This design comes from an exercise in tuning for small area, a short achievable clock period and few clock cycles on the open sky130 flow, not from production work.
RTL that was checked went through simulation tests only; none was proved equivalent to the original.
For run 1, only the layout was checked, not whether the RTL still works.
Power is estimated from default activity; no workload was simulated.

## design/flow/design.v

```verilog
package hart_mem_pkg;
    typedef logic [32-1:0] word_t;
    typedef logic [4-1:0] byte_mask_t;
    typedef enum logic [1:0] {
        LS_BYTE = 2'd0,
        LS_HALF = 2'd1,
        LS_WORD = 2'd2
    } ls_size_e;
    typedef enum logic [1:0] {
        OWN_NONE   = 2'd0,
        OWN_ICACHE = 2'd1,
        OWN_DCACHE = 2'd2
    } bus_owner_e;
endpackage
`timescale 1ns/1ps
module hart_mem_sys (
    input  logic                   i_clk,
    input  logic                   i_rst_n,
    input  logic [31:0]            i_fetch_addr,
    output logic [31:0]            o_fetch_inst,
    output logic                   o_fetch_busy,
    input  logic                   i_ls_read,
    input  logic                   i_ls_write,
    input  logic [31:0]            i_ls_addr,
    input  logic [31:0]            i_ls_wdata,
    input  logic [1:0]             i_ls_size,
    input  logic                   i_ls_unsigned,
    output logic [31:0]            o_ls_rdata,
    output logic                   o_ls_trap,
    output logic                   o_ls_busy,
    output logic                   o_mem_ren,
    output logic                   o_mem_wen,
    output logic [31:0]            o_mem_addr,
    output logic [31:0]            o_mem_wdata,
    input  logic [31:0]            i_mem_rdata,
    input  logic                   i_mem_valid,
    input  logic                   i_mem_ready
);
    typedef enum logic [1:0] {
        RD_NONE  = 2'd0,
        RD_FETCH = 2'd1,
        RD_LOAD  = 2'd2,
        RD_STORE = 2'd3
    } rd_e;
    rd_e        rd_q, rd_d;
    logic [1:0] off_q;
    logic [1:0] size_q;
    logic       uns_q;
    always_ff @(posedge i_clk) begin
        if (!i_rst_n) rd_q <= RD_NONE;
        else          rd_q <= rd_d;
        off_q  <= i_ls_addr[1:0];
        size_q <= i_ls_size;
        uns_q  <= i_ls_unsigned;
    end
    logic rd_none, rd_f, rd_l, rd_s;
    logic is_byte, is_half, is_word, mis_q;
    assign rd_none = (rd_q == RD_NONE);
    assign rd_f    = (rd_q == RD_FETCH);
    assign rd_l    = (rd_q == RD_LOAD);
    assign rd_s    = (rd_q == RD_STORE);
    assign is_byte = (size_q == 2'd0);
    assign is_half = (size_q == 2'd1);
    assign is_word = size_q[1];
    assign mis_q   = (is_half && off_q[0]) || (is_word && (off_q != 2'b00));
    logic ls_sel, word_store;
    assign word_store = i_ls_write && i_ls_size[1] && (i_ls_addr[1:0] == 2'b00);
    assign ls_sel     = (i_ls_read || i_ls_write) && !rd_l;
    assign o_mem_wen  = i_mem_ready && ((rd_none && word_store) ||
                                        (rd_s && i_mem_valid && !mis_q));
    assign o_mem_ren  = i_mem_ready && ((rd_none && !word_store) || (rd_l && i_mem_valid));
    assign o_mem_addr = ls_sel ? {i_ls_addr[31:2], 2'b00} : {i_fetch_addr[31:2], 2'b00};
    always_comb begin
        rd_d = rd_q;
        if (i_mem_valid) rd_d = RD_NONE;
        if (o_mem_ren) begin
            if (!ls_sel)         rd_d = RD_FETCH;
            else if (i_ls_write) rd_d = RD_STORE;
            else                 rd_d = RD_LOAD;
        end
    end
    assign o_fetch_inst = i_mem_rdata;
    assign o_fetch_busy = !(rd_f && i_mem_valid);
    assign o_ls_busy = !(o_mem_wen || ((rd_l || (rd_s && mis_q)) && i_mem_valid));
    assign o_ls_trap = mis_q && rd_q[1];
    logic [3:0] mask, sel_old, sel_own, sel_lo, sel_hi;
    always_comb begin
        if (is_byte)      mask = 4'b0001 << off_q;
        else if (is_half) mask = off_q[1] ? 4'b1100 : 4'b0011;
        else              mask = 4'b1111;
    end
    always_comb begin
        sel_old = 4'b0000;
        sel_own = 4'b1111;
        sel_lo  = 4'b0000;
        sel_hi  = 4'b0000;
        if (rd_s) begin
            sel_old = ~mask;
            sel_own = mask & (is_half ? 4'b0011 : 4'b0001);
            sel_lo  = mask & (is_half ? 4'b0100 : 4'b1110);
            sel_hi  = mask & (is_half ? 4'b1000 : 4'b0000);
        end
    end
    always_comb begin
        for (int k = 0; k < 4; k++) begin
            o_mem_wdata[8*k +: 8] = ({8{sel_old[k]}} & i_mem_rdata[8*k +: 8]) |
                                    ({8{sel_own[k]}} & i_ls_wdata[8*k +: 8]) |
                                    ({8{sel_lo[k]}}  & i_ls_wdata[7:0]) |
                                    ({8{sel_hi[k]}}  & i_ls_wdata[15:8]);
        end
    end
    logic [3:0] lo_sel, sign_b_sel, sign_h_sel;
    logic       sign_b, sign_bh;
    assign lo_sel     = 4'b0001 << off_q;
    assign sign_b_sel = (uns_q || !is_byte) ? 4'b0000 : lo_sel;
    assign sign_h_sel = (uns_q || !is_half) ? 4'b0000 : (off_q[1] ? 4'b1000 : 4'b0010);
    assign sign_b     = |(sign_b_sel & {i_mem_rdata[31], i_mem_rdata[23],
                                        i_mem_rdata[15], i_mem_rdata[7]});
    assign sign_bh    = |((sign_b_sel | sign_h_sel) & {i_mem_rdata[31], i_mem_rdata[23],
                                                       i_mem_rdata[15], i_mem_rdata[7]});
    always_comb begin
        o_ls_rdata[7:0]   = ({8{lo_sel[0]}} & i_mem_rdata[7:0]) |
                            ({8{lo_sel[1]}} & i_mem_rdata[15:8]) |
                            ({8{lo_sel[2]}} & i_mem_rdata[23:16]) |
                            ({8{lo_sel[3]}} & i_mem_rdata[31:24]);
        o_ls_rdata[15:8]  = ({8{!is_byte && !off_q[1]}} & i_mem_rdata[15:8]) |
                            ({8{!is_byte &&  off_q[1]}} & i_mem_rdata[31:24]) |
                            {8{sign_b}};
        o_ls_rdata[31:16] = ({16{is_word}} & i_mem_rdata[31:16]) | {16{sign_bh}};
    end
endmodule
```

## design/flow/flow/run.sh

```bash
#!/bin/bash
set -euo pipefail
export BUFFER_PORTS_ARGS="-buffer_cell sky130_fd_sc_hd__buf_1"
bash standard.sh MATCH_CELL_FOOTPRINT=0 finish > standard_flow.log 2>&1
```

## design/flow/standard.sh

```bash
#!/bin/bash
# synth_recipe.tcl (not shown) runs the flow's synth.tcl, then flattens the netlist and writes it again
# the make line also repeats each setting of config.mk as NAME=value (left out here)
make -C /OpenROAD-flow-scripts/flow DESIGN_CONFIG=/design/flow/config.mk WORK_HOME=/design/flow/orfs CLKGATE_MAP_FILE= SYNTH_SCRIPT=/design/flow/synth_recipe.tcl "${@:-finish}"
```

## design/flow/config.mk

```make
export PLATFORM = sky130hd
export DESIGN_NAME = hart_mem_sys
export DESIGN_NICKNAME = hart_mem_sys
export VERILOG_FILES = /design/flow/design.v
export SDC_FILE = /design/flow/constraint.sdc
export NUM_CORES = 4
export LEC_CHECK = 0
export CAP_MARGIN = 20
export CORE_MARGIN = 2
export CORE_UTILIZATION = 25
export PLACE_DENSITY = 0.6
export SETUP_SLACK_MARGIN = 2.7
export SLEW_MARGIN = 20
export TNS_END_PERCENT = 0
```

## design/flow/constraint.sdc

```tcl
create_clock -name core_clock -period 6.0 [get_ports {i_clk}]
set_input_delay 1.2000 -clock core_clock [delete_from_list [all_inputs] [get_ports {i_clk}]]
set_output_delay 1.2000 -clock core_clock [all_outputs]
set_load 0.01 [all_outputs]
```

==> results of run 1 <==
[cell families (layout without fill, tap and decap cells)]
kind of cell,after synthesis,after routing,share of synthesized area
other,1,3,0.00171
and+or+nand+nor,85,85,0.187
buffers and inverters,56,284,0.177
AOI/OAI and AO/OA,67,67,0.248
muxes,56,56,0.323
DFF,7,7,0.0639
[through the flow]
stage          instance area [um2]  hold slack [ns]  utilization  setup WS, ns
4_1_cts                       3110            0.841        0.361          2.50
3_3_place_gp                  2980            0.758        0.346          2.11
5_1_grt                       3160            0.902        0.368          2.41
2_1_floorplan                 2200            0.713            -          2.77
6_report                      3160            0.871        0.368          2.49
3_5_place_dp                  2980            0.776        0.346          2.10
[worst paths after layout]
check,startpoint,end,slack [ns],cells after the start
setup / recovery,i_mem_rdata[31],o_ls_rdata[23],2.49,7
hold / removal,rd_q[0],rd_q[1],0.87,2
setup reg to reg,rd_q[1],rd_q[1],4.56,3
hold reg to reg,rd_q[0],rd_q[1],0.87,2
[sequential cells by signal, indices dropped and copies added (netlist names)]
| name | count |
|---|---|
| off_q | 2 |
| size_q | 2 |
| uns_q | 1 |
| rd_q | 2 |
[synthesized netlist by cell type, drive strengths merged]
cell type and instances:
a221o 16, conb 1, nor4bb 1, o2111ai 1
and3b 1, o22ai 1, o211ai 1, clkbuf 2
o21a 2, nor2b 10, nand3b 3, o31ai 2
a211oi 1, nand2b 3, nor2 11, a31oi 1
mux4 7, nor4 1, a21oi 5, mux2 38
and2 3, nor4b 1, inv 4, a21o 9
o21ai 17, nand3 1, dfxtp 7, o2bb2ai 1
a22o 8, a31o 1, mux2i 11, nand2 50
buf 50, a22oi 1
[area by class of cell]
cell class	count	area [um2]
inverters	4	15.0
fillers	962	5430
well taps	108	135
repair buffers	276	1120
clock buffers	4	45.0
multi-input cells	210	1700
flip-flops and latches	7	141
diodes	1	2.50
[power breakdown]
part           leakage, nW  switching [mW]  internal [mW]
Clock               0.0228          0.0176         0.0457
Combinational         1.13           0.150          0.117
Sequential          0.0587         0.00826         0.0499
Total                 1.21           0.176          0.212
[tightest hold or removal path, cell delays in order, from the launching register on]
cell and delay, ns:
dfxtp_1 0.46, nor4bb_1 0.12, a31o_2 0.24
[metal layers]
layer	track usage	vias to the layer above
li1	-	1430
met1	0.222	1389
met2	0.396	202
met3	0.0180	28
met4	0.0769	0
met5	0	-
[repair_timing]
action,4_1_cts,5_1_grt
gates cloned,0,2
setup endpoints to repair,89,89
pin swaps,2,0
setup buffers,6,0
resized for setup,12,4
hold endpoints to repair,0,0
==> qor.yml, run 1 <==
grt_usage: 0.202
timing.critical_path.buf_inv: 3
crit_family: "buffers and inverters"
layout_common_cells: "buf_1 (261), nand2_1 (49), mux2_2 (32), o21ai_0 (16), a221o_1 (16)"
setup_violations: 0
fmax_mhz: 285
met2_wirelength_mm: 5.79
synth_cell_type_count: 44
ys_seq_area_frac: 0.0639
status: "no timing/DRC/antenna violations"
fin_crit_ns: 3.51
highest_layer: "met4"
clk_pin_slew_ns: 0.04
grt_max_degree: 31
route.vias.total: 3049
worst_ep_arrival_time_ns: 2.31
boundaryPins: 270
syn_inst: 272
grt_pass1_wl_mm: 15.3
root_buffer: "clkbuf_8"
skew_ns: 0.0000854
grt-ovfl-total: 0
final_cells: 610
path_class: "in2out"
cts_max_level: 1
synth_seq_cells: 7
crit_chain: "clkbuf_2 -> mux2i_1 -> nor2b_1 -> o31ai_4 -> buf_6 -> nand2_1 -> buf_1"
core_um2: 8590
drive_above_1_share: 0.146
power_density_nw_per_um2: 123
vias_per_cell: 5.00
layout_commonest_cell: "buf_1"
synth_top_cells_by_area: "mux2_2 (16%), buf_4 (12%), nand2_1 (8.4%), a221o_1 (7.3%), mux4_2 (7.2%)"
wirelength_mm: 10.7
min_path_type: "reg2reg"
drc: 0
cap_violations: 0
dp_cells: 597
hold_violations: 0
yosys_warnings: 1
first_iter_violations: 105
nNetsFinal: 639
netlist_area_um2: 2190
die_h_um: 97.7
cp_slowest_stage_delay_ns: 0.29
cp_max_fo: 9
clock_latency_ns: 0.22
startpoint_type: "input pin"
wl_met3_um: 787
drt-wirelength-per-cell_um: 17.5
rsz0062_at_grt: "yes"
gp_congestion: 0.817
slew_headroom: 0.483
ant_nets: 0
ctsLongestPathBuffers: 2
p_leak_nw: 1.21
die_area_um2: 9540
worst_slew_pin_slew_ns: 0.772
start_util: 0.255
ir_worst_vdd_mv: 0.109
area_growth_pct: 44.1
synth_top_area_cell: "mux2_2"
syn_area_per_cell_um2: 8.06
post-dp-hpwl_mm: 8.17
cts_tree: "built"
dieWidth_um: 97.7
antenna_found_initial: 1
synth_top_area_frac: 0.164
rows: 34
port-buffer-count: 265
endpoint_kind: "output pin"
post-route-period-util: 0.586
power_mw: 0.389
tns_ns: 0
cts_sinks: 7
grt_pass1_vias: 2805
finalMaxSlewViolations: 0
slowest_stage: "o31ai_4"
wl_met1_mm: 3.69
numCtsBuffers: 3
dr.pass1.iters: 5
postCtsHoldBufs: 0
cp_data_required_time_ns: 4.80
==> run 2, diff against run 1 <==
--- a/design/flow/design.v
+++ b/design/flow/design.v
@@ -63,13 +63,20 @@
     assign is_half = (size_q == 2'd1);
     assign is_word = size_q[1];
     assign mis_q   = (is_half && off_q[0]) || (is_word && (off_q != 2'b00));
-    logic ls_sel, word_store;
+    logic ls_turn_q, ls_turn_d;
+    logic ls_sel, word_store, ls_done;
+    always_ff @(posedge i_clk) begin
+        if (!i_rst_n) ls_turn_q <= 1'b1;
+        else          ls_turn_q <= ls_turn_d;
+    end
     assign word_store = i_ls_write && i_ls_size[1] && (i_ls_addr[1:0] == 2'b00);
-    assign ls_sel     = (i_ls_read || i_ls_write) && !rd_l;
-    assign o_mem_wen  = i_mem_ready && ((rd_none && word_store) ||
+    assign ls_sel     = (i_ls_read || i_ls_write) && ls_turn_q;
+    assign o_mem_wen  = i_mem_ready && ((rd_none && ls_turn_q && word_store) ||
                                         (rd_s && i_mem_valid && !mis_q));
-    assign o_mem_ren  = i_mem_ready && ((rd_none && !word_store) || (rd_l && i_mem_valid));
+    assign o_mem_ren  = i_mem_ready && ((rd_none && !(ls_turn_q && word_store)) ||
+                                        (rd_l && i_mem_valid));
     assign o_mem_addr = ls_sel ? {i_ls_addr[31:2], 2'b00} : {i_fetch_addr[31:2], 2'b00};
+    assign ls_done = (i_ls_read || i_ls_write) && !o_ls_busy;
     always_comb begin
         rd_d = rd_q;
         if (i_mem_valid) rd_d = RD_NONE;
@@ -78,6 +85,9 @@
             else if (i_ls_write) rd_d = RD_STORE;
             else                 rd_d = RD_LOAD;
         end
+        ls_turn_d = ls_turn_q;
+        if (ls_done || (o_mem_ren && ls_sel && i_ls_read)) ls_turn_d = 1'b0;
+        if (!o_fetch_busy) ls_turn_d = 1'b1;
     end
     assign o_fetch_inst = i_mem_rdata;
     assign o_fetch_busy = !(rd_f && i_mem_valid);
--- a/design/flow/config.mk
+++ b/design/flow/config.mk
@@ -9,6 +9,5 @@
 export CORE_MARGIN = 2
 export CORE_UTILIZATION = 25
 export PLACE_DENSITY = 0.6
-export SETUP_SLACK_MARGIN = 2.7
+export SETUP_SLACK_MARGIN = 2.3
 export SLEW_MARGIN = 20
-export TNS_END_PERCENT = 0
==> run 2 against run 1 <==
  * Highest routed layer unchanged
  * Critical endpoint is now o_ls_rdata[18]
  * Worst hold slack worse by 0.28 ns
  * Combinational power is 4% higher
  * Design area is 0.99% higher
  * Wire length is 4.3% higher
  * Via count is 0.82% lower
==> qor.yml, run 2 <==
status: "no timing/DRC/antenna violations"  # unchanged
clk_pin_slew_ns: 0.04  # about the same
endpoint_kind: "output pin"  # unchanged
area_growth_pct: 44.1  # about the same
cp_data_required_time_ns: 4.80  # about the same
port-buffer-count: 265  # unchanged
reg_top3: "off_q (2), rd_q (2), size_q (2)"  # unchanged
die_h_um: 98.1  # was 97.7 um
startpoint_type: "input pin"  # unchanged
ys_seq_area_frac: 0.0723  # was 0.0639
hp-start: "rd_q[0]"  # unchanged
power_density_nw_per_um2: 129  # was 123 nW/um2
netlist_area_um2: 2210  # was 2190 um2
start_util: 0.256  # was 0.255
syn_area_per_cell_um2: 8.58  # was 8.06 um2
antenna_cells: 0  # was 1
skew_ns: 0.00346  # was 0.0000854 ns
core_um2: 8640  # was 8590 um2
finalMaxSlewViolations: 0  # unchanged
synth_top_cells_by_area: "mux2_2 (19%), buf_4 (12%), mux4_2 (8.1%), a221o_1 (7.7%), dfxtp_1 (7.2%)"  # was mux2_2 (16%), buf_4 (12%), nand2_1 (8.4%), a221o_1 (7.3%), mux4_2 (7.2%)
rsz0062_at_grt: "yes"  # unchanged
ys_async_sr_fraction: 0  # unchanged
stdcell_area_um2: 3190  # was 3160 um2
fillers: 941  # was 962
path_class: "in2out"  # unchanged
post-dp-hpwl_mm: 8.60  # was 8.17 mm
synth_cell_type_count: 42  # was 44
worst_ep_arrival_time_ns: 2.47  # was 2.31 ns
numCtsBuffers: 3  # unchanged
root_buffer: "clkbuf_8"  # unchanged
synth-edff-count: 0  # unchanged
hold-path-cell-count: 2  # unchanged
yosys_warnings: 1  # unchanged
r2r-start: "size_q[1]"  # was rd_q[1]
rows: 34  # unchanged
min_path_type: "reg2reg"  # unchanged
synth_top_area_frac: 0.193  # was 0.164
synthFlopType: "dfxtp_1"  # unchanged
route.vias.total: 3024  # was 3049
ff2ff_path_depth: 4  # was 3
cts_sinks: 8  # was 7
first_iter_violations: 147  # was 105
wirelength_mm: 11.1  # was 10.7 mm
rrSetupSlack_ns: 4.06  # was 4.56 ns
grt_max_degree: 31  # unchanged
cp_max_fo: 8  # was 9
place_area_um2: 3000  # was 2980 um2
grt_usage: 0.212  # was 0.202
slew_headroom: 0.432  # was 0.483
yosysMostFrequentCell: "mux2_2"  # was nand2_1
setup_violations: 0  # unchanged
boundaryPins: 270  # unchanged
clock_latency_ns: 0.22  # about the same
grt_pass1_vias: 2826  # was 2805
ant_nets: 0  # unchanged
drc: 0  # unchanged
cts_tree: "built"  # unchanged
p_leak_nw: 1.18  # was 1.21 nW
grt_pass1_wl_mm: 15.9  # was 15.3 mm
gp_congestion: 0.844  # was 0.817
r2r-end: "ls_turn_q"  # was rd_q[1]
fin_crit_ns: 3.67  # was 3.51 ns
nNetsFinal: 625  # was 639
drive_above_1_share: 0.173  # was 0.146
synth_seq_cells: 8  # was 7
fmax_mhz: 273  # was 285 MHz
synth_commonest_cells: "mux2_2 (38), buf_4 (36), a21oi_1 (20), nand2_1 (19)"  # was nand2_1 (49), buf_4 (36), mux2_2 (32), a221o_1 (16), o21ai_0 (16)
crit_chain: "buf_4 -> mux2_4 -> a221o_2 -> nand2_4 -> nand2_1 -> buf_1"  # was clkbuf_2 -> mux2i_1 -> nor2b_1 -> o31ai_4 -> buf_6 -> nand2_1 -> buf_1
hold_path_end: "rd_q[0]"  # was rd_q[1]
slowest_stage: "a221o_2"  # was o31ai_4
ctsLongestPathBuffers: 2  # unchanged
post-route-period-util: 0.611  # was 0.586
drt-wirelength-per-cell_um: 18.7  # was 17.5 um
cap_violations: 0  # unchanged
synth_top_area_cell: "mux2_2"  # unchanged
hold_violations: 0  # unchanged
cts_max_level: 1  # unchanged
vias_per_cell: 5.09  # was 5.00
layout_commonest_cell: "buf_1"  # unchanged
tns_ns: 0  # unchanged
postCtsHoldBufs: 0  # unchanged
die_area_um2: 9630  # was 9540 um2
dieWidth_um: 98.1  # was 97.7 um
dr.pass1.iters: 4  # was 5
cp_slowest_stage_delay_ns: 0.49  # was 0.29 ns
antenna_found_initial: 0  # was 1
syn_inst: 258  # was 272
grt-ovfl-total: 0  # unchanged
worst_slew_pin_slew_ns: 0.849  # was 0.772 ns
layout_common_cells: "buf_1 (260), mux2_2 (38), a21oi_1 (20), a22o_1 (17)"  # was buf_1 (261), nand2_1 (49), mux2_2 (32), o21ai_0 (16), a221o_1 (16)
ir_worst_vdd_mv: 0.0994  # was 0.109 mV
==> run 2: cell count changes in the layout (fill, tap and decap cells not counted), sizes merged, moves of 3 or more <==
cell / delta
nand2: -27
mux2i: -3
and2: -3
a22o: +9
clkbuf: -5
o21ai: -5
a21oi: +15
==> run 2: cell families (layout without fill, tap and decap cells) <==
kind of cell           Yosys count  count (layout)  synth area share
other                            1               2           0.00169
buffers and inverters           53             279             0.170
and+or+nand+nor                 55              56             0.142
DFF                              8               8            0.0723
muxes                           55              55             0.318
AOI/OAI and AO/OA               86              86             0.296
==> run 2: area by class of cell <==
class | count | area, um2 | area share
Clock buffer | 3 | 41.3 | 0.0129
Inverter | 3 | 11.3 | 0.00353
Multi-Input combinational cell | 199 | 1750 | 0.547
Sequential cell | 8 | 163 | 0.0510
Tap cell | 108 | 135 | 0.0423
Timing Repair Buffer | 273 | 1090 | 0.343
==> run 2: worst max path at each step <==
stage,from,to,slack [ns],cells after the start
floorplan,i_mem_rdata[23],o_ls_rdata[21],2.67,5
global placement,i_mem_rdata[23],o_ls_rdata[8],2.10,5
detailed placement,i_mem_rdata[15],o_ls_rdata[30],2.05,6
CTS,i_mem_rdata[15],o_ls_rdata[30],2.29,6
global route,i_mem_rdata[31],o_ls_rdata[26],2.29,6
finish,i_mem_rdata[31],o_ls_rdata[18],2.33,6
==> run 2: critical path, delay by kind of cell <==
family / cells / cell delay (ns)
AO/OA/AOI/OAI: 1 / 0.49
buffers and inverters: 2 / 0.28
multiplexers: 1 / 0.26
AND/OR/NAND/NOR: 2 / 0.24
==> run 2: stage by stage <==
step                      setup WS [ns]  power [mW]  utilization  hold WS [ns]  instances
after floorplan                    2.67       0.238            -         0.525        259
after global placement             2.10       0.335        0.348         0.574        584
after detailed placement           2.05       0.338        0.348         0.580        584
after CTS                          2.29       0.407        0.360         0.588        592
after global routing               2.29       0.439        0.370         0.628        594
final                              2.33       0.411        0.370         0.592        594
==> run 2: repair_timing <==
action | in CTS | in global routing
gates resized for setup | 7 | 23
pin swaps | 3 | 5
cloned | 1 | 0
buffers inserted | 4 | 2
setup endpoints to repair | 48 | 35
==> run 2: metal layers <==
metal	wire, um	track usage	up-vias
li1	-	-	1411
met1	4200	0.238	1409
met2	5840	0.415	190
met3	789	0.0243	14
met4	280	0.0598	0
met5	0	0	-
==> run 2: where the power goes <==
group          internal [mW]  total [mW]  switching (mW)  leakage [nW]
combinational          0.122       0.279           0.157          1.09
clock                 0.0433      0.0626          0.0193        0.0216
sequential            0.0576      0.0693          0.0117        0.0670
Testbench counts of run 2, summed over its fixed seeds: cycles 137,032.
==> run 3, diff against run 2 <==
--- a/design/flow/config.mk
+++ b/design/flow/config.mk
@@ -5,6 +5,7 @@
 export SDC_FILE = /design/flow/constraint.sdc
 export NUM_CORES = 4
 export LEC_CHECK = 0
+export ABC_AREA = 1
 export CAP_MARGIN = 20
 export CORE_MARGIN = 2
 export CORE_UTILIZATION = 25
==> run 3 against run 2 <==
  * Still clean
  * Maximum frequency grew 2.8%
  * Worst setup slack improved by 0.098 ns
  * Sequential share of layout area shrank 0.051 points
  * Utilization decreased by 0.095 points
  * Critical path type unchanged
  * Highest routed layer unchanged
==> qor.yml, run 3 <==
status: "no timing/DRC/antenna violations"  # unchanged
p_leak_nw: 1.49  # was 1.18 nW
ys_async_sr_fraction: 0  # unchanged
first_iter_violations: 154  # was 147
syn_inst: 451  # was 258
layout_commonest_cell: "nand2_1"  # was buf_1
clk_pin_slew_ns: 0.04  # about the same
syn_area_per_cell_um2: 4.91  # was 8.58 um2
setup_violations: 0  # unchanged
route.vias.total: 3720  # was 3024
synth_top_area_cell: "nand2_1"  # was mux2_2
antenna_found_initial: 0  # unchanged
rrSetupSlack_ns: 4.46  # was 4.06 ns
dieWidth_um: 98.1  # about the same
wl_met1_mm: 4.13  # was 4.20 mm
fin_crit_ns: 3.57  # was 3.67 ns
finalMaxSlewViolations: 0  # unchanged
cp_max_fo: 16  # was 8
post-dp-hpwl_mm: 9.63  # was 8.60 mm
post-route-util: 0.369  # was 0.370
nNetsFinal: 824  # was 625
slew_headroom: 0.607  # was 0.432
postCtsHoldBufs: 0  # unchanged
vias_per_cell: 4.69  # was 5.09
crit_family: "buffers and inverters"  # was compound AO/OA/AOI/OAI gates
timing.critical_path.buf_inv: 5  # was 2
numCtsBuffers: 3  # unchanged
grt_max_degree: 34  # was 31
worst_ep_arrival_time_ns: 2.37  # was 2.47 ns
fillers: 1047  # was 941
start_util: 0.255  # was 0.256
ff2ff_path_depth: 9  # was 4
r2r-end: "ls_turn_q"  # unchanged
highest_layer: "met4"  # unchanged
die_h_um: 98.1  # about the same
multi_input_area_um2: 1650  # was 1750 um2
synth_seq_cells: 8  # unchanged
grt_pass1_vias: 3377  # was 2826
cp_data_required_time_ns: 4.80  # about the same
ant_nets: 0  # unchanged
gp_congestion: 0.845  # was 0.844
path_class: "in2out"  # unchanged
hold_path_end: "rd_q[1]"  # was rd_q[0]
rsz0062_at_grt: "no"  # was yes
worstSetupStartpoint: "i_ls_read"  # was i_mem_rdata[31]
synth_top_cells_by_area: "nand2_1 (46%), buf_4 (12%), nand3_1 (8.4%), dfxtp_1 (7.2%), inv_1 (3.7%)"  # was mux2_2 (19%), buf_4 (12%), mux4_2 (8.1%), a221o_1 (7.7%), dfxtp_1 (7.2%)
power_density_nw_per_um2: 132  # was 129 nW/um2
boundaryPins: 270  # unchanged
cts_max_level: 1  # unchanged
cts_sinks: 8  # unchanged
cp_slowest_stage_delay_ns: 0.33  # was 0.49 ns
startpoint_type: "input pin"  # unchanged
port-buffer-count: 265  # unchanged
layout_common_cells: "nand2_1 (269), buf_1 (263), nand3_1 (37), inv_1 (21), nor2_1 (10)"  # was buf_1 (260), mux2_2 (38), a21oi_1 (20), a22o_1 (17)
post-route-period-util: 0.595  # was 0.611
tns_ns: 0  # unchanged
die_area_um2: 9630  # about the same
worst_slew_pin_slew_ns: 0.588  # was 0.849 ns
skew_ns: 0.00141  # was 0.00346 ns
reg_top3: "off_q (2), rd_q (2), size_q (2)"  # unchanged
yosysMostFrequentCell: "nand2_1"  # was mux2_2
rows: 34  # unchanged
cts_tree: "built"  # unchanged
regArea_um2: 161  # was 163 um2
met2_wirelength_mm: 6.54  # was 5.84 mm
fin_ws_ns: 2.43  # was 2.33 ns
ir_worst_vdd_mv: 0.0756  # was 0.0994 mV
min_path_type: "reg2reg"  # unchanged
drt-wirelength-per-cell_um: 14.7  # was 18.7 um
hold_violations: 0  # unchanged
synthFlopType: "dfxtp_1"  # unchanged
wirelength_mm: 11.7  # was 11.1 mm
grt_usage: 0.225  # was 0.212
fmax_mhz: 280  # was 273 MHz
antenna_cells: 0  # unchanged
r2r-start: "size_q[1]"  # unchanged
grt-ovfl-total: 0  # unchanged
hp-start: "rd_q[1]"  # was rd_q[0]
slowest_stage: "or2_2"  # was a221o_2
power_mw: 0.423  # was 0.411 mW
ctsLongestPathBuffers: 2  # unchanged
ys_seq_area_frac: 0.0723  # about the same
synth_top_area_frac: 0.457  # was 0.193
wl_met3_um: 759  # was 789 um
drive_above_1_share: 0.0599  # was 0.173
grt_pass1_wl_mm: 17.3  # was 15.9 mm
dr.pass1.iters: 4  # unchanged
root_buffer: "clkbuf_8"  # unchanged
drc: 0  # unchanged
hold-path-cell-count: 2  # unchanged
yosys_warnings: 1  # unchanged
synth_commonest_cells: "nand2_1 (270), nand3_1 (37), buf_4 (34), inv_1 (22), nor2_1 (10)"  # was mux2_2 (38), buf_4 (36), a21oi_1 (20), nand2_1 (19)
synth-edff-count: 0  # unchanged
core_um2: 8680  # was 8640 um2
synth_cell_type_count: 30  # was 42
netlist_area_um2: 2220  # was 2210 um2
endpoint_kind: "output pin"  # unchanged
clock_latency_ns: 0.22  # about the same
post-place-ws_ns: 1.98  # was 2.05 ns
cap_violations: 0  # unchanged
crit_chain: "buf_1 -> or2_2 -> nand2_4 -> buf_12 -> clkinvlp_4 -> buf_4 -> nand2_1 -> nand2_1 -> buf_1"  # was buf_4 -> mux2_4 -> a221o_2 -> nand2_4 -> nand2_1 -> buf_1
area_growth_pct: 44.4  # was 44.1%
[run 3: cell count changes in the layout (fill, tap and decap cells not counted), moves of 9 or more]
cell     before  now
nand2_1      16  269
mux2_2       38    0
nand3_1       2   37
inv_1         2   21
a21oi_1      20    3
a22o_1       17    0
a221o_1      16    0
nor2b_1      10    0
nand4_1       0    9
[run 3: cell type report]
type,count,share of cell area
timing repair inverter,1,0.00235
multi-input combinational,371,0.515
timing repair buffer,275,0.345
clock buffer,3,0.0129
tap,108,0.0422
sequential,8,0.0504
inverter,27,0.0329
[run 3: how the worst max path moves through the flow]
stage | end | slack (ns) | depth (start not counted)
after global routing | o_ls_rdata[26] | 2.32 | 7
after CTS | o_mem_addr[19] | 2.31 | 9
after floorplan | o_mem_addr[10] | 2.74 | 5
final | o_mem_addr[21] | 2.43 | 9
after detailed placement | o_mem_addr[21] | 1.98 | 8
after global placement | o_mem_addr[21] | 1.98 | 8
[run 3: kinds of logic after synthesis]
kind of cell | share of synthesized area
AND/OR/NAND/NOR | 0.638
buffers and inverters | 0.190
other | 0.00169
flip-flops | 0.0723
AO/OA/AOI/OAI | 0.0983
[run 3: timing repair]
item	4_1_cts	5_1_grt
resized for setup	4	6
buffers inserted	4	3
gates cloned	1	1
setup endpoints to repair	30	33
[run 3: routing by layer]
| metal | up-vias | global-route usage |
|---|---|---|
| met1 | 1665 | 0.236 |
| met3 | 14 | 0.0236 |
| li1 | 1858 | - |
| met5 | - | 0 |
| met2 | 183 | 0.467 |
| met4 | 0 | 0.0611 |
[run 3: worst reg2reg max path, stage by stage (launching register included)]
cell	delay, ns
dfxtp_2	0.62
nor2_4	0.09
inv_2	0.14
nand2_1	0.12
o21ai_0	0.17
inv_1	0.06
nand2_1	0.08
nand2_1	0.05
nand2_1	0.06
nand2_1	0.04
[run 3: power by group]
group	internal, mW	total [mW]	switching, mW
Clock	0.0433	0.0633	0.0199
Combinational	0.104	0.295	0.191
Sequential	0.0574	0.0646	0.00721
[run 3: stage by stage]
stage / instances / area (um2) / hold WS [ns]
floorplan: 452 / 2220 / 0.493
global placement: 781 / 3050 / 0.533
detailed placement: 781 / 3050 / 0.532
CTS: 789 / 3140 / 0.538
global route: 793 / 3200 / 0.561
finish: 793 / 3200 / 0.535
==> run 4, diff against run 3 <==
--- a/design/flow/config.mk
+++ b/design/flow/config.mk
@@ -6,9 +6,9 @@
 export NUM_CORES = 4
 export LEC_CHECK = 0
 export ABC_AREA = 1
-export CAP_MARGIN = 20
+export CAP_MARGIN = 0
 export CORE_MARGIN = 2
 export CORE_UTILIZATION = 25
 export PLACE_DENSITY = 0.6
 export SETUP_SLACK_MARGIN = 2.3
-export SLEW_MARGIN = 20
+export SLEW_MARGIN = 0
==> run 4 against run 3 <==
  * Critical endpoint unchanged
  * Still clean
  * Worst setup slack unchanged
  * Highest routed layer unchanged
  * Via count unchanged
  * Critical path type unchanged
  * Non-clock buffer count unchanged
==> qor.yml, run 4 <==
reg_top3: "off_q (2), rd_q (2), size_q (2)"  # unchanged
ctsLongestPathBuffers: 2  # unchanged
skew_ns: 0.00141  # unchanged
synth_top_area_cell: "nand2_1"  # unchanged
dr.pass1.iters: 4  # unchanged
grt_pass1_wl_mm: 17.3  # unchanged
final_cells: 793  # unchanged
cts_sinks: 8  # unchanged
hold_violations: 0  # unchanged
comb_power_share: 0.698  # about the same
syn_area_per_cell_um2: 4.91  # unchanged
r2r-start: "size_q[1]"  # unchanged
yosysMostFrequentCell: "nand2_1"  # unchanged
synth-edff-count: 0  # unchanged
clock_latency_ns: 0.22  # about the same
layout_commonest_cell: "nand2_1"  # unchanged
worst_ep_arrival_time_ns: 2.37  # about the same
fmax_mhz: 280  # unchanged
layout_common_cells: "nand2_1 (269), buf_1 (263), nand3_1 (37), inv_1 (21), nor2_1 (10)"  # unchanged
switchingPower_mw: 0.218  # unchanged
crit_chain: "buf_1 -> or2_2 -> nand2_4 -> buf_12 -> clkinvlp_4 -> buf_4 -> nand2_1 -> nand2_1 -> buf_1"  # unchanged
synth_seq_cells: 8  # unchanged
setup_violations: 0  # unchanged
route.vias.total: 3720  # unchanged
grt_max_degree: 34  # unchanged
rows: 34  # unchanged
min_path_type: "reg2reg"  # unchanged
clk_pin_slew_ns: 0.04  # about the same
power_mw: 0.423  # unchanged
rrSetupSlack_ns: 4.46  # about the same
die_h_um: 98.1  # unchanged
cp_max_fo: 16  # unchanged
drt-wirelength-per-cell_um: 14.7  # unchanged
drive_above_1_share: 0.0599  # unchanged
synth_commonest_cells: "nand2_1 (270), nand3_1 (37), buf_4 (34), inv_1 (22), nor2_1 (10)"  # unchanged
path_class: "in2out"  # unchanged
power_frac_clock: 0.150  # about the same
antenna_cells: 0  # unchanged
numCtsBuffers: 3  # unchanged
grt-ovfl-total: 0  # unchanged
die_area_um2: 9630  # unchanged
ir_worst_vdd_mv: 0.0756  # unchanged
startpoint_type: "input pin"  # unchanged
synth_cell_type_count: 30  # unchanged
post-route-period-util: 0.595  # unchanged
slew_headroom: 0.607  # unchanged
post-dp-hpwl_mm: 9.63  # unchanged
cap_violations: 0  # unchanged
cts_max_level: 1  # unchanged
endpoint_kind: "output pin"  # unchanged
p_leak_nw: 1.49  # unchanged
seq_power_share: 0.153  # about the same
ys_seq_area_frac: 0.0723  # unchanged
cts_tree: "built"  # unchanged
boundaryPins: 270  # unchanged
vias_per_cell: 4.69  # unchanged
tns_ns: 0  # unchanged
place_area_um2: 3050  # unchanged
stdcell_area_um2: 3200  # unchanged
wirelength_mm: 11.7  # unchanged
rsz0062_at_grt: "no"  # unchanged
nNetsFinal: 824  # unchanged
intPower_mw: 0.205  # unchanged
cp_slowest_stage_delay_ns: 0.33  # about the same
postCtsHoldBufs: 0  # unchanged
grt_usage: 0.225  # unchanged
worstSetupStartpoint: "i_ls_read"  # unchanged
ant_nets: 0  # unchanged
ys_async_sr_fraction: 0  # unchanged
antenna_found_initial: 0  # unchanged
crit_path_end: "o_mem_addr[21]"  # unchanged
gp_congestion: 0.845  # unchanged
power_density_nw_per_um2: 132  # unchanged
area_growth_pct: 44.4  # unchanged
drc: 0  # unchanged
finalMaxSlewViolations: 0  # unchanged
yosys_warnings: 1  # unchanged
core_um2: 8680  # unchanged
grt_pass1_vias: 3377  # unchanged
start_util: 0.255  # unchanged
netlist_area_um2: 2220  # unchanged
dp_cells: 781  # unchanged
slowest_stage: "or2_2"  # unchanged
first_iter_violations: 154  # unchanged
r2r-end: "ls_turn_q"  # unchanged
fin_crit_ns: 3.57  # unchanged
status: "no timing/DRC/antenna violations"  # unchanged
syn_inst: 451  # unchanged
synthFlopType: "dfxtp_1"  # unchanged
sw_frac_of_total: 0.515  # unchanged
synth_top_cells_by_area: "nand2_1 (46%), buf_4 (12%), nand3_1 (8.4%), dfxtp_1 (7.2%), inv_1 (3.7%)"  # unchanged
ff2ff_path_depth: 9  # unchanged
port-buffer-count: 265  # unchanged
worst_slew_pin_slew_ns: 0.588  # unchanged
fillers: 1047  # unchanged
cp_data_required_time_ns: 4.80  # about the same
whs_ns: 0.535  # unchanged
root_buffer: "clkbuf_8"  # unchanged
dieWidth_um: 98.1  # unchanged
synth_top_area_frac: 0.457  # unchanged
[run 4: cell counts after synthesis]
No cell type changed its count.
[run 4: worst min-delay path by stage]
stage               slack (ns)  cells past startpoint      end  startpoint
floorplan                 0.49                      2  rd_q[1]     rd_q[1]
global placement          0.53                      2  rd_q[1]     rd_q[1]
detailed placement        0.53                      2  rd_q[1]     rd_q[1]
CTS                       0.54                      2  rd_q[1]     rd_q[1]
global route              0.56                      2  rd_q[1]     rd_q[1]
finish                    0.53                      2  rd_q[1]     rd_q[1]
[run 4: cell families after synthesis]
kind of cell | Yosys count | synth area share
AO/OA/AOI/OAI | 29 | 0.0983
buffers and inverters | 73 | 0.190
flip-flops | 8 | 0.0723
other | 1 | 0.00169
AND/OR/NAND/NOR | 340 | 0.638
[run 4: worst max-delay path, delay by kind of cell]
kind	cells	cell delay (ns)
buffers and inverters	5	0.61
and+or+nand+nor	4	0.54
[run 4: stage by stage]
step | utilization | setup WS, ns
after global routing | 0.369 | 2.32
after global placement | 0.351 | 1.98
final | 0.369 | 2.43
after CTS | 0.361 | 2.31
after floorplan | - | 2.74
after detailed placement | 0.351 | 1.98
[run 4: layout make-up]
cell class	count	area (um2)	area share
timing repair buffer	275	1100	0.345
multi-input combinational	371	1650	0.515
clock buffer	3	41.3	0.0129
inverter	27	105	0.0329
tap	108	135	0.0422
sequential	8	161	0.0504
timing repair inverter	1	7.51	0.00235
[run 4: power by group through the flow]
stage          logic, mW  registers [mW]  clock network, mW
6_report           0.295          0.0646             0.0633
5_1_grt            0.328          0.0653             0.0678
4_1_cts            0.287          0.0638             0.0654
3_5_place_dp       0.277          0.0648                  0
3_3_place_gp       0.276          0.0648                  0
2_1_floorplan      0.166          0.0615                  0
[run 4: timing repair]
item | CTS | global route
cloned | 1 | 1
setup buffers | 4 | 3
resized for setup | 4 | 6
endpoints found under the setup margin | 30 | 33
hold endpoints to repair | 0 | 0
[run 4: metal layers]
layer | wire [um] | global-route usage | vias to the layer above
met3 | 759 | 0.0236 | 14
met2 | 6540 | 0.467 | 183
li1 | - | - | 1858
met5 | 0 | 0 | -
met1 | 4130 | 0.236 | 1665
met4 | 236 | 0.0611 | 0
==> run 5, diff against run 4 <==
--- a/design/flow/config.mk
+++ b/design/flow/config.mk
@@ -6,9 +6,9 @@
 export NUM_CORES = 4
 export LEC_CHECK = 0
 export ABC_AREA = 1
-export CAP_MARGIN = 0
+export CAP_MARGIN = 20
 export CORE_MARGIN = 2
 export CORE_UTILIZATION = 25
 export PLACE_DENSITY = 0.6
-export SETUP_SLACK_MARGIN = 2.3
-export SLEW_MARGIN = 0
+export SETUP_SLACK_MARGIN = 2.5
+export SLEW_MARGIN = 20
==> run 5 against run 4 <==
  * Still clean on timing, DRC and antenna
  * Die area unchanged
  * Combinational power increased by 3%
  * Critical path depth unchanged
  * Wire length increased by 0.15%
  * Area after synthesis unchanged
  * Sequential power about the same
  * Highest routed layer unchanged
==> qor.yml, run 5 <==
endpoint_kind: "output pin"  # unchanged
ys_seq_area_frac: 0.0723  # unchanged
status: "no timing/DRC/antenna violations"  # unchanged
antenna_found_initial: 0  # unchanged
synth_top_area_cell: "nand2_1"  # unchanged
ys_async_sr_fraction: 0  # unchanged
dieWidth_um: 98.1  # unchanged
port-buffer-count: 265  # unchanged
grt_pass1_wl_mm: 17.5  # was 17.3 mm
cts_sinks: 8  # unchanged
synth-edff-count: 0  # unchanged
synth_top_cells_by_area: "nand2_1 (46%), buf_4 (12%), nand3_1 (8.4%), dfxtp_1 (7.2%), inv_1 (3.7%)"  # unchanged
syn_area_per_cell_um2: 4.91  # unchanged
hold_violations: 0  # unchanged
switchingPower_mw: 0.219  # was 0.218 mW
power_frac_clock: 0.147  # was 0.150
cp_data_required_time_ns: 4.80  # about the same
synth_seq_cells: 8  # unchanged
post-dp-hpwl_mm: 9.63  # unchanged
root_buffer: "clkbuf_8"  # unchanged
synth_commonest_cells: "nand2_1 (270), nand3_1 (37), buf_4 (34), inv_1 (22), nor2_1 (10)"  # unchanged
finalMaxSlewViolations: 0  # unchanged
grt_max_degree: 24  # was 34
cts_tree: "built"  # unchanged
core_um2: 8680  # unchanged
vias_per_cell: 4.72  # was 4.69
dr.pass1.iters: 7  # was 4
intPower_mw: 0.212  # was 0.205 mW
ctsLongestPathBuffers: 2  # unchanged
postCtsHoldBufs: 0  # unchanged
p_leak_nw: 1.54  # was 1.49 nW
fillers: 1035  # was 1047
start_util: 0.255  # unchanged
ant_nets: 0  # unchanged
boundaryPins: 270  # unchanged
ir_worst_vdd_mv: 0.0754  # was 0.0756 mV
reg_top3: "off_q (2), rd_q (2), size_q (2)"  # unchanged
post-route-period-util: 0.569  # was 0.595
drt-wirelength-per-cell_um: 14.7  # about the same
path_class: "in2out"  # unchanged
yosysMostFrequentCell: "nand2_1"  # unchanged
setup_violations: 0  # unchanged
layout_common_cells: "nand2_1 (269), buf_1 (254), nand3_1 (37), inv_1 (21)"  # was nand2_1 (269), buf_1 (263), nand3_1 (37), inv_1 (21), nor2_1 (10)
grt-ovfl-total: 0  # unchanged
area_growth_pct: 46.9  # was 44.4%
worst_ep_arrival_time_ns: 2.21  # was 2.37 ns
fmax_mhz: 293  # was 280 MHz
grt_pass1_vias: 3421  # was 3377
clock_latency_ns: 0.22  # about the same
tns_ns: 0  # unchanged
antenna_cells: 0  # unchanged
grt_usage: 0.228  # was 0.225
drc: 0  # unchanged
rows: 34  # unchanged
gp_congestion: 0.845  # unchanged
netlist_area_um2: 2220  # unchanged
min_path_type: "reg2reg"  # unchanged
worst_slew_pin_slew_ns: 0.624  # was 0.588 ns
rsz0062_at_grt: "yes"  # was no
cap_violations: 0  # unchanged
wirelength_mm: 11.7  # about the same
layout_commonest_cell: "nand2_1"  # unchanged
post-route-util: 0.375  # was 0.369
cp_max_fo: 16  # unchanged
startpoint_type: "input pin"  # unchanged
cts_max_level: 1  # unchanged
synthFlopType: "dfxtp_1"  # unchanged
synth_top_area_frac: 0.457  # unchanged
synth_cell_type_count: 30  # unchanged
nNetsFinal: 826  # was 824
fin_crit_ns: 3.41  # was 3.57 ns
clk_pin_slew_ns: 0.04  # about the same
slew_headroom: 0.582  # was 0.607
first_iter_violations: 152  # was 154
power_density_nw_per_um2: 132  # about the same
die_h_um: 98.1  # unchanged
drive_above_1_share: 0.0757  # was 0.0599
route.vias.total: 3754  # was 3720
die_area_um2: 9630  # unchanged
power_mw: 0.431  # was 0.423 mW
sw_frac_of_total: 0.509  # was 0.515
seq_power_share: 0.150  # was 0.153
comb_power_share: 0.703  # was 0.698
skew_ns: 0.00143  # was 0.00141 ns
syn_inst: 451  # unchanged
numCtsBuffers: 3  # unchanged
yosys_warnings: 1  # unchanged
## run 5: metal layers
metal	up-vias	part of all wire	GRT usage	wire (um)
met3	14	0.075	0.0236	879
met2	202	0.56	0.479	6520
li1	1866	-	-	-
met5	-	0	0	0
met4	0	0.017	0.0527	198
met1	1672	0.35	0.237	4090
## run 5: repair_timing
item,in CTS,in global routing
setup buffers,8,1
pin swaps,1,1
gates resized for setup,14,11
endpoints found under the setup margin,49,57
gates cloned,2,0
endpoints found under the hold margin,0,0
## run 5: final timing paths
kind	start	endpoint	slack [ns]	depth (start not counted)
hold / removal	rd_q[1]	rd_q[1]	0.54	2
setup reg to reg	size_q[1]	ls_turn_q	4.46	9
setup / recovery	i_ls_read	o_mem_addr[19]	2.59	9
hold reg to reg	rd_q[1]	rd_q[1]	0.54	2
## run 5: power groups by stage
| stage | Sequential, mW | Clock (mW) | Combinational (mW) |
|---|---|---|---|
| 4_1_cts | 0.0643 | 0.0654 | 0.302 |
| 2_1_floorplan | 0.0615 | 0 | 0.166 |
| 6_report | 0.0645 | 0.0633 | 0.303 |
| 3_5_place_dp | 0.0648 | 0 | 0.277 |
| 5_1_grt | 0.0653 | 0.0678 | 0.336 |
| 3_3_place_gp | 0.0648 | 0 | 0.276 |
## run 5: cell families after synthesis
| kind of cell | count (synthesis) | share of synthesized area |
|---|---|---|
| and+or+nand+nor | 340 | 0.638 |
| buffers and inverters | 73 | 0.190 |
| AOI/OAI and AO/OA | 29 | 0.0983 |
| DFF | 8 | 0.0723 |
| other | 1 | 0.00169 |
## run 5: stage by stage
step	instance area (um2)	setup WS (ns)	instances	hold WS [ns]
after floorplan	2220	2.74	452	0.493
after global placement	3050	1.98	781	0.533
after detailed placement	3050	1.98	781	0.532
after CTS	3230	2.50	794	0.538
after global routing	3260	2.49	795	0.561
final	3260	2.59	795	0.537
## run 5: worst max-delay path: stages
cell and delay, ns:
buf_1 0.08, or2_4 0.26, nand2_4 0.07, buf_12 0.12, clkinvlp_4 0.08, buf_8 0.15, nand2_1 0.06, nand2_1 0.06
clkbuf_2 0.13
## run 5: area by class of cell
| class | count | area, um2 | share of cell area |
|---|---|---|---|
| well taps | 108 | 135 | 0.0415 |
| repair buffers | 277 | 1150 | 0.353 |
| flip-flops and latches | 8 | 161 | 0.0496 |
| clock buffers | 3 | 41.3 | 0.0127 |
| multi-input cells | 371 | 1660 | 0.509 |
| repair inverters | 1 | 7.51 | 0.00231 |
| inverters | 27 | 105 | 0.0323 |
==> run 6, diff against run 5 <==
--- a/design/flow/config.mk
+++ b/design/flow/config.mk
@@ -10,5 +10,5 @@
 export CORE_MARGIN = 2
 export CORE_UTILIZATION = 25
 export PLACE_DENSITY = 0.6
-export SETUP_SLACK_MARGIN = 2.5
+export SETUP_SLACK_MARGIN = 2.65
 export SLEW_MARGIN = 20
==> run 6 against run 5 <==
  * Count of clock-buffer cells in the layout did not move
  * Largest power group unchanged
  * Area after synthesis did not move
  * Still clean on timing, DRC and antenna
  * Global-route usage did not move
  * Highest routed layer unchanged
  * Worst setup slack got worse by 0.021 ns
  * Critical path type unchanged
==> qor.yml, run 6 <==
dr.pass1.iters: 4  # was 7
synth_top_area_frac: 0.457  # unchanged
skew_ns: 0.00138  # was 0.00143 ns
endpoint_kind: "output pin"  # unchanged
drt-wirelength-per-cell_um: 15.1  # was 14.7 um
worst_slew_pin_slew_ns: 0.602  # was 0.624 ns
p_leak_nw: 1.77  # was 1.54 nW
synth_cell_type_count: 30  # unchanged
hp-start: "rd_q[1]"  # unchanged
root_buffer: "clkbuf_8"  # unchanged
grt_pass1_vias: 3422  # was 3421
layout_commonest_cell: "nand2_1"  # unchanged
boundaryPins: 270  # unchanged
cp_max_fo: 7  # was 16
die_h_um: 98.1  # unchanged
worst_ep_arrival_time_ns: 2.23  # was 2.21 ns
ctsLongestPathBuffers: 2  # unchanged
post-dp-hpwl_mm: 9.63  # unchanged
synth_seq_cells: 8  # unchanged
area_growth_pct: 65.6  # was 46.9%
wirelength_mm: 12.1  # was 11.7 mm
first_iter_violations: 131  # was 152
synth-edff-count: 0  # unchanged
hold_violations: 0  # unchanged
drc: 0  # unchanged
fin_crit_ns: 3.43  # was 3.41 ns
final_cells: 799  # was 795
die_area_um2: 9630  # unchanged
min_path_type: "reg2reg"  # unchanged
multi_input_area_um2: 1820  # was 1660 um2
dp_cells: 781  # unchanged
hold-path-cell-count: 2  # unchanged
startpoint_type: "input pin"  # unchanged
synth_commonest_cells: "nand2_1 (270), nand3_1 (37), buf_4 (34), inv_1 (22), nor2_1 (10)"  # unchanged
sw_frac_of_total: 0.489  # was 0.509
intPower_mw: 0.245  # was 0.212 mW
fin_ws_ns: 2.57  # was 2.59 ns
route.vias.total: 3782  # was 3754
r2r-start: "size_q[1]"  # unchanged
port-buffer-count: 265  # unchanged
grt_max_degree: 24  # unchanged
numCtsBuffers: 3  # unchanged
ys_async_sr_fraction: 0  # unchanged
ff2ff_path_depth: 9  # unchanged
ys_seq_area_frac: 0.0723  # unchanged
cp_data_required_time_ns: 4.80  # about the same
post-place-ws_ns: 1.98  # unchanged
finalMaxSlewViolations: 0  # unchanged
layout_common_cells: "nand2_1 (239), buf_1 (212), nand3_1 (35), buf_6 (24), inv_1 (21)"  # was nand2_1 (269), buf_1 (254), nand3_1 (37), inv_1 (21)
cap_violations: 0  # unchanged
synthFlopType: "dfxtp_1"  # unchanged
yosys_warnings: 1  # unchanged
power_density_nw_per_um2: 131  # was 132 nW/um2
path_class: "in2out"  # unchanged
grt-ovfl-total: 0  # unchanged
regArea_um2: 161  # unchanged
seq_power_share: 0.134  # was 0.150
yosysMostFrequentCell: "nand2_1"  # unchanged
switchingPower_mw: 0.235  # was 0.219 mW
synth_top_cells_by_area: "nand2_1 (46%), buf_4 (12%), nand3_1 (8.4%), dfxtp_1 (7.2%), inv_1 (3.7%)"  # unchanged
start_util: 0.255  # unchanged
fmax_mhz: 291  # was 293 MHz
setup_violations: 0  # unchanged
cts_max_level: 1  # unchanged
power_frac_clock: 0.132  # was 0.147
netlist_area_um2: 2220  # unchanged
grt_usage: 0.228  # unchanged
r2r-end: "ls_turn_q"  # unchanged
core_um2: 8680  # unchanged
status: "no timing/DRC/antenna violations"  # unchanged
hold_path_end: "rd_q[1]"  # unchanged
comb_power_share: 0.734  # was 0.703
cts_sinks: 8  # unchanged
grt_pass1_wl_mm: 17.5  # about the same
vias_per_cell: 4.73  # was 4.72
cts_tree: "built"  # unchanged
clk_pin_slew_ns: 0.04  # about the same
postCtsHoldBufs: 0  # unchanged
syn_area_per_cell_um2: 4.91  # unchanged
fillers: 972  # was 1035
post-route-period-util: 0.572  # was 0.569
rrSetupSlack_ns: 4.48  # was 4.46 ns
rows: 34  # unchanged
gp_congestion: 0.845  # unchanged
ir_worst_vdd_mv: 0.0794  # was 0.0754 mV
reg_top3: "off_q (2), rd_q (2), size_q (2)"  # unchanged
ant_nets: 0  # unchanged
syn_inst: 451  # unchanged
clock_latency_ns: 0.22  # about the same
worstSetupStartpoint: "i_ls_read"  # unchanged
synth_top_area_cell: "nand2_1"  # unchanged
dieWidth_um: 98.1  # unchanged
rsz0062_at_grt: "yes"  # unchanged
antenna_found_initial: 0  # unchanged
antenna_cells: 0  # unchanged
drive_above_1_share: 0.190  # was 0.0757
whs_ns: 0.534  # was 0.537 ns
nNetsFinal: 830  # was 826
slew_headroom: 0.597  # was 0.582
tns_ns: 0  # unchanged
-- run 6: changes by cell type in the layout (fill, tap and decap cells not counted), sizes merged --
cell,previous run,this run
clkbuf,14,24
buf,266,260
-- run 6: timing repair --
action                                  4_1_cts  5_1_grt
setup buffers                                10        2
endpoints found under the setup margin       71       62
gates resized for setup                      51      124
cloned                                        2        1
pin swaps                                     1        4
endpoints found under the hold margin         0        0
-- run 6: worst max-delay path, cell delays in order --
cell	delay [ns]
buf_6	0.09
or2_4	0.25
nand2_4	0.08
buf_12	0.11
clkinvlp_4	0.11
buf_6	0.16
nand2_2	0.05
nand2_1	0.05
buf_2	0.13
-- run 6: power groups by stage --
| stage | Clock (mW) | Combinational (mW) | Sequential [mW] |
|---|---|---|---|
| final | 0.0633 | 0.352 | 0.0645 |
| after global routing | 0.0678 | 0.384 | 0.0655 |
| after CTS | 0.0654 | 0.314 | 0.0644 |
| after detailed placement | 0 | 0.277 | 0.0648 |
| after global placement | 0 | 0.276 | 0.0648 |
| after floorplan | 0 | 0.166 | 0.0615 |
-- run 6: layout make-up --
| type | count | share of cell area |
|---|---|---|
| multi-input combinational | 371 | 0.497 |
| tap | 108 | 0.0368 |
| clock buffer | 3 | 0.0113 |
| timing repair inverter | 1 | 0.00205 |
| sequential | 8 | 0.0440 |
| inverter | 27 | 0.0286 |
| timing repair buffer | 281 | 0.380 |
-- run 6: worst max-delay path by stage --
stage	to	slack, ns	depth (start not counted)
final	o_mem_addr[11]	2.57	9
after global routing	o_mem_addr[19]	2.49	9
after CTS	o_mem_addr[19]	2.56	9
after detailed placement	o_mem_addr[21]	1.98	8
after global placement	o_mem_addr[21]	1.98	8
after floorplan	o_mem_addr[10]	2.74	5
-- run 6: metrics by stage --
step / instance area [um2] / utilization / power [mW]
2_1_floorplan: 2220 / - / 0.228
3_3_place_gp: 3050 / 0.351 / 0.341
3_5_place_dp: 3050 / 0.351 / 0.342
4_1_cts: 3300 / 0.381 / 0.443
5_1_grt: 3670 / 0.423 / 0.517
6_report: 3670 / 0.423 / 0.479
-- run 6: routing by layer --
layer	GRT usage	wire (um)	vias to the layer above
met5	0	0	-
met4	0.0527	284	0
met3	0.0236	912	18
met2	0.481	6850	211
met1	0.236	4030	1677
li1	-	-	1876
-- run 6: kinds of logic (layout without fill, tap and decap cells) --
group	after synthesis	in the layout	share of synthesized area
simple gates	340	340	0.638
buf+inv	73	312	0.190
compound gates	29	29	0.0983
flops	8	8	0.0723
other cells	1	2	0.00169
==> run 7, diff against run 6 <==
--- a/design/flow/config.mk
+++ b/design/flow/config.mk
@@ -10,5 +10,5 @@
 export CORE_MARGIN = 2
 export CORE_UTILIZATION = 25
 export PLACE_DENSITY = 0.6
-export SETUP_SLACK_MARGIN = 2.65
+export SETUP_SLACK_MARGIN = 2.8
 export SLEW_MARGIN = 20
==> run 7 against run 6 <==
  * Design area shrank 0.31%
  * Worst hold slack gained 0.023 ns
  * Clock power shrank 0.8%
  * Register-to-register slack gained 0.04 ns
  * Total power shrank 1.6%
  * Maximum frequency shrank 0.80%
  * Final cell count grew 0.75%
  * Largest power group unchanged
==> qor.yml, run 7 <==
numCtsBuffers: 3  # unchanged
clk_pin_slew_ns: 0.04  # about the same
synth_seq_cells: 8  # unchanged
grt_max_degree: 24  # unchanged
cp_slowest_stage_delay_ns: 0.26  # was 0.25 ns
fillers: 999  # was 972
die_area_um2: 9630  # unchanged
fin_crit_ns: 3.46  # was 3.43 ns
area_growth_pct: 65.1  # was 65.6%
wirelength_mm: 12.2  # was 12.1 mm
power_density_nw_per_um2: 129  # was 131 nW/um2
cts_tree: "built"  # unchanged
endpoint_kind: "output pin"  # unchanged
highest_layer: "met4"  # unchanged
synthFlopType: "dfxtp_1"  # unchanged
min_path_type: "reg2reg"  # unchanged
multi_input_area_um2: 1810  # was 1820 um2
met2_wirelength_mm: 6.79  # was 6.85 mm
ctsLongestPathBuffers: 2  # unchanged
post-route-period-util: 0.577  # was 0.572
ys_async_sr_fraction: 0  # unchanged
nNetsFinal: 836  # was 830
layout_commonest_cell: "nand2_1"  # unchanged
finalMaxSlewViolations: 0  # unchanged
start_util: 0.255  # unchanged
core_um2: 8680  # unchanged
hold-path-cell-count: 2  # unchanged
dieWidth_um: 98.1  # unchanged
synth-edff-count: 0  # unchanged
dr.pass1.iters: 5  # was 4
cp_data_required_time_ns: 4.80  # about the same
netlist_area_um2: 2220  # unchanged
ant_nets: 0  # unchanged
clock_latency_ns: 0.22  # about the same
synth_top_area_frac: 0.457  # unchanged
tns_ns: 0  # unchanged
cts_max_level: 1  # unchanged
ir_worst_vdd_mv: 0.0871  # was 0.0794 mV
cp_num_cells: 9  # unchanged
ys_seq_area_frac: 0.0723  # unchanged
route.vias.total: 3836  # was 3782
yosysMostFrequentCell: "nand2_1"  # unchanged
grt_usage: 0.228  # about the same
port-buffer-count: 265  # unchanged
crit_chain: "buf_6 -> or2_4 -> nand2_4 -> buf_12 -> clkinvlp_4 -> buf_6 -> nand2_2 -> nand2_1 -> buf_2"  # unchanged
grt-ovfl-total: 0  # unchanged
rows: 34  # unchanged
wl_met3_um: 969  # was 912 um
cap_violations: 0  # unchanged
yosys_warnings: 1  # unchanged
timing.critical_path.buf_inv: 5  # unchanged
drive_above_1_share: 0.188  # was 0.190
drt-wirelength-per-cell_um: 15.1  # about the same
p_leak_nw: 1.80  # was 1.77 nW
wl_met1_mm: 4.22  # was 4.03 mm
first_iter_violations: 178  # was 131
gp_congestion: 0.892  # was 0.845
worst_ep_arrival_time_ns: 2.26  # was 2.23 ns
cts_sinks: 8  # unchanged
hold_path_end: "rd_q[0]"  # was rd_q[1]
boundaryPins: 270  # unchanged
setup_violations: 0  # unchanged
hp-start: "rd_q[0]"  # was rd_q[1]
grt_pass1_wl_mm: 17.4  # was 17.5 mm
r2r-end: "ls_turn_q"  # unchanged
vias_per_cell: 4.77  # was 4.73
post-dp-hpwl_mm: 9.40  # was 9.63 mm
startpoint_type: "input pin"  # unchanged
slowest_stage: "or2_4"  # unchanged
synth_commonest_cells: "nand2_1 (270), nand3_1 (37), buf_4 (34), inv_1 (22), nor2_1 (10)"  # unchanged
antenna_cells: 0  # unchanged
skew_ns: 0.00170  # was 0.00138 ns
syn_inst: 451  # unchanged
cp_max_fo: 6  # was 7
layout_common_cells: "nand2_1 (249), buf_1 (219), nand3_1 (29), inv_1 (21), nand2_2 (19)"  # was nand2_1 (239), buf_1 (212), nand3_1 (35), buf_6 (24), inv_1 (21)
root_buffer: "clkbuf_8"  # unchanged
syn_area_per_cell_um2: 4.91  # unchanged
slew_headroom: 0.570  # was 0.597
ff2ff_path_depth: 11  # was 9
synth_top_cells_by_area: "nand2_1 (46%), buf_4 (12%), nand3_1 (8.4%), dfxtp_1 (7.2%), inv_1 (3.7%)"  # unchanged
drc: 0  # unchanged
synth_top_area_cell: "nand2_1"  # unchanged
path_class: "in2out"  # unchanged
rrSetupSlack_ns: 4.52  # was 4.48 ns
fin_ws_ns: 2.54  # was 2.57 ns
rsz0062_at_grt: "yes"  # unchanged
hold_violations: 0  # unchanged
post-place-ws_ns: 1.92  # was 1.98 ns
fmax_mhz: 289  # was 291 MHz
crit_family: "buffers and inverters"  # unchanged
post-route-util: 0.422  # was 0.423
regArea_um2: 166  # was 161 um2
antenna_found_initial: 0  # unchanged
status: "no timing/DRC/antenna violations"  # unchanged
power_mw: 0.472  # was 0.479 mW
critPathMostFrequentCell: "buf_6"  # unchanged
r2r-start: "size_q[1]"  # unchanged
whs_ns: 0.557  # was 0.534 ns
die_h_um: 98.1  # unchanged
grt_pass1_vias: 3331  # was 3422
worst_slew_pin_slew_ns: 0.643  # was 0.602 ns
synth_cell_type_count: 30  # unchanged
reg_top3: "off_q (2), rd_q (2), size_q (2)"  # unchanged
postCtsHoldBufs: 0  # unchanged
[run 7: cell counts after synthesis]
No cell type changed its count.
[run 7: final cells by class]
class,count,area share
clock buffer,3,0.0113
timing repair buffer,287,0.381
inverter,27,0.0287
multi-input combinational,371,0.494
tap,108,0.0369
timing repair inverter,1,0.00205
sequential,8,0.0455
[run 7: metal layers]
metal / vias up / track usage
met3: 16 / 0.0286
met5: - / 0
met2: 219 / 0.483
met4: 0 / 0.0327
li1: 1880 / -
met1: 1721 / 0.240
[run 7: per-stage QoR]
step                area, um2  instances
global placement         3040        780
floorplan                2220        452
finish                   3660        805
detailed placement       3040        780
CTS                      3390        796
global route             3660        805
[run 7: worst register-to-register path: cells and delay by family, from the launching register on]
| family | cells | cell delay [ns] |
|---|---|---|
| simple gates | 9 | 0.75 |
| flops | 1 | 0.41 |
| buf+inv | 2 | 0.20 |
[run 7: report_power, final]
group	total (mW)	internal (mW)	switching [mW]	leakage, nW
clock	0.0628	0.0433	0.0194	0.0216
sequential	0.0660	0.0575	0.00857	0.0681
combinational	0.343	0.137	0.205	1.72
[run 7: what timing repair did]
item	in CTS	in global routing
gates resized for setup	84	75
setup endpoints to repair	89	82
pin swaps	7	11
cloned	2	1
setup buffers	11	8
[run 7: cell families after synthesis]
family / after synthesis / synth area share
buffers and inverters: 73 / 0.190
DFF: 8 / 0.0723
AOI/OAI and AO/OA: 29 / 0.0983
other: 1 / 0.00169
and+or+nand+nor: 340 / 0.638
[run 7: worst max-delay path by stage]
stage	start	end	slack, ns
3_3_place_gp	i_ls_write	o_mem_addr[18]	1.91
5_1_grt	i_ls_read	o_mem_addr[24]	2.48
3_5_place_dp	i_ls_write	o_mem_addr[18]	1.92
2_1_floorplan	i_ls_read	o_mem_addr[10]	2.77
6_report	i_ls_read	o_mem_addr[22]	2.54
4_1_cts	i_ls_read	o_mem_addr[4]	2.55
==> run 8, diff against run 7 <==
--- a/design/flow/config.mk
+++ b/design/flow/config.mk
@@ -8,7 +8,7 @@
 export ABC_AREA = 1
 export CAP_MARGIN = 20
 export CORE_MARGIN = 2
-export CORE_UTILIZATION = 25
+export CORE_UTILIZATION = 35
 export PLACE_DENSITY = 0.6
-export SETUP_SLACK_MARGIN = 2.8
+export SETUP_SLACK_MARGIN = 2.5
 export SLEW_MARGIN = 20
==> run 8 against run 7 <==
  * Sequential cell count unchanged
  * Total power shrank 4.3%
  * Worst setup slack worse by 0.030 ns
  * Area after synthesis stayed put
  * Final cell count down 5.2%
  * Via count decreased by 2.1%
  * Sequential share of layout area is 0.26 points higher
  * Maximum frequency fell by 0.86%
  * Critical path type unchanged
  * Critical endpoint is now o_mem_addr[4]
  * Highest routed layer unchanged
==> qor.yml, run 8 <==
status: "no timing/DRC/antenna violations"  # unchanged
antenna_found_initial: 0  # unchanged
post-dp-hpwl_mm: 8.55  # was 9.40 mm
rows: 28  # was 34
ant_nets: 0  # unchanged
p_leak_nw: 1.61  # was 1.80 nW
cts_max_level: 1  # unchanged
yosysMostFrequentCell: "nand2_1"  # unchanged
synth_seq_cells: 8  # unchanged
setup_violations: 0  # unchanged
power_density_nw_per_um2: 134  # was 129 nW/um2
clock_latency_ns: 0.23  # was 0.22 ns
worst_ep_arrival_time_ns: 2.29  # was 2.26 ns
grt_pass1_vias: 3571  # was 3331
ir_worst_vdd_mv: 0.112  # was 0.0871 mV
cp_data_required_time_ns: 4.80  # about the same
synth_top_area_cell: "nand2_1"  # unchanged
r2r-start: "size_q[1]"  # unchanged
die_h_um: 83.6  # was 98.1 um
antenna_cells: 0  # unchanged
drive_above_1_share: 0.116  # was 0.188
gp_congestion: 0.910  # was 0.892
cp_max_fo: 7  # was 6
yosys_warnings: 1  # unchanged
comb_power_share: 0.717  # was 0.727
grt-ovfl-total: 0  # unchanged
fin_crit_ns: 3.49  # was 3.46 ns
endpoint_kind: "output pin"  # unchanged
grt_usage: 0.287  # was 0.228
ff2ff_path_depth: 9  # was 11
cap_violations: 0  # unchanged
post-route-util: 0.558  # was 0.422
yosys.area_share.xor_xnor: 0  # unchanged
startpoint_type: "input pin"  # unchanged
first_iter_violations: 181  # was 178
synth-edff-count: 0  # unchanged
synth_top_area_frac: 0.457  # unchanged
dr.pass1.iters: 5  # unchanged
sw_frac_of_total: 0.495  # about the same
ys_async_sr_fraction: 0  # unchanged
numCtsBuffers: 3  # unchanged
start_util: 0.368  # was 0.255
synth_cell_type_count: 30  # unchanged
area_growth_pct: 51.6  # was 65.1%
hold-path-cell-count: 2  # unchanged
grt_busiest_layer: "met2"  # unchanged
port-buffer-count: 265  # unchanged
gr-usage-met1: 0.288  # was 0.240
netlist_area_um2: 2220  # unchanged
## run 8: cell counts after synthesis
Identical to the previous run, type by type.
## run 8: worst max-delay path by stage
stage | startpoint | to | slack, ns | depth (start not counted)
after floorplan | i_ls_read | o_mem_addr[10] | 2.74 | 5
after global placement | i_ls_read | o_mem_addr[31] | 2.04 | 8
after detailed placement | i_ls_write | o_mem_addr[31] | 2.04 | 8
after CTS | i_ls_write | o_mem_addr[31] | 2.49 | 8
after global routing | i_ls_write | o_mem_addr[4] | 2.47 | 9
final | i_ls_write | o_mem_addr[4] | 2.51 | 9
## run 8: metrics by stage
| stage | power (mW) | setup WS (ns) | cell area [um2] | cells |
|---|---|---|---|---|
| 2_1_floorplan | 0.228 | 2.74 | 2220 | 452 |
| 3_3_place_gp | 0.331 | 2.04 | 3000 | 747 |
| 3_5_place_dp | 0.333 | 2.04 | 3000 | 747 |
| 4_1_cts | 0.418 | 2.49 | 3150 | 758 |
| 5_1_grt | 0.487 | 2.47 | 3360 | 763 |
| 6_report | 0.451 | 2.51 | 3360 | 763 |
## run 8: power groups by stage
stage / Sequential, mW / Clock [mW] / Combinational, mW
after floorplan: 0.0615 / 0 / 0.166
after global placement: 0.0644 / 0 / 0.267
after detailed placement: 0.0646 / 0 / 0.269
after CTS: 0.0644 / 0.0639 / 0.290
after global routing: 0.0657 / 0.0660 / 0.355
final: 0.0650 / 0.0625 / 0.324
## run 8: routing by layer
layer / routed length (um) / up-vias / share of wire
met4: 459 / 0 / 0.042
met1: 3880 / 1642 / 0.35
met2: 5880 / 212 / 0.53
li1: - / 1866 / -
met3: 815 / 35 / 0.074
met5: 0 / - / 0
## run 8: repair_timing
item / 4_1_cts / 5_1_grt
buffers inserted: 6 / 4
gates cloned: 2 / 1
endpoints found under the setup margin: 50 / 71
pin swaps: 0 / 7
gates resized for setup: 11 / 68
## run 8: cell families (layout without fill, tap and decap cells)
group,Yosys count,after routing
compound gates,29,29
buf+inv,73,309
flops,8,8
simple gates,340,340
other cells,1,2
## run 8: worst max-delay path, cell delays in order
cell and delay (ns):
buf_6 0.09, or2_4 0.25, nand2_4 0.08, buf_12 0.11, clkinvlp_4 0.12, clkbuf_16 0.19
nand2_2 0.06, nand2_2 0.05, buf_6 0.12
## run 8: area by class of cell
| type | instances | area [um2] |
|---|---|---|
| timing repair inverter | 1 | 7.51 |
| clock buffer | 3 | 41.3 |
| inverter | 27 | 105 |
| fill | 665 | 2670 |
| sequential | 8 | 161 |
| timing repair buffer | 278 | 1230 |
| multi-input combinational | 371 | 1720 |
| tap | 75 | 93.8 |

Check on run 8: ideal ports give 2.509 ns setup slack; a clkbuf_16 on the clock port and buf_2 on the inputs give 2.456 ns; moving port delays by the midpoint clock arrival (0.247 ns) as well gives 2.456 ns.
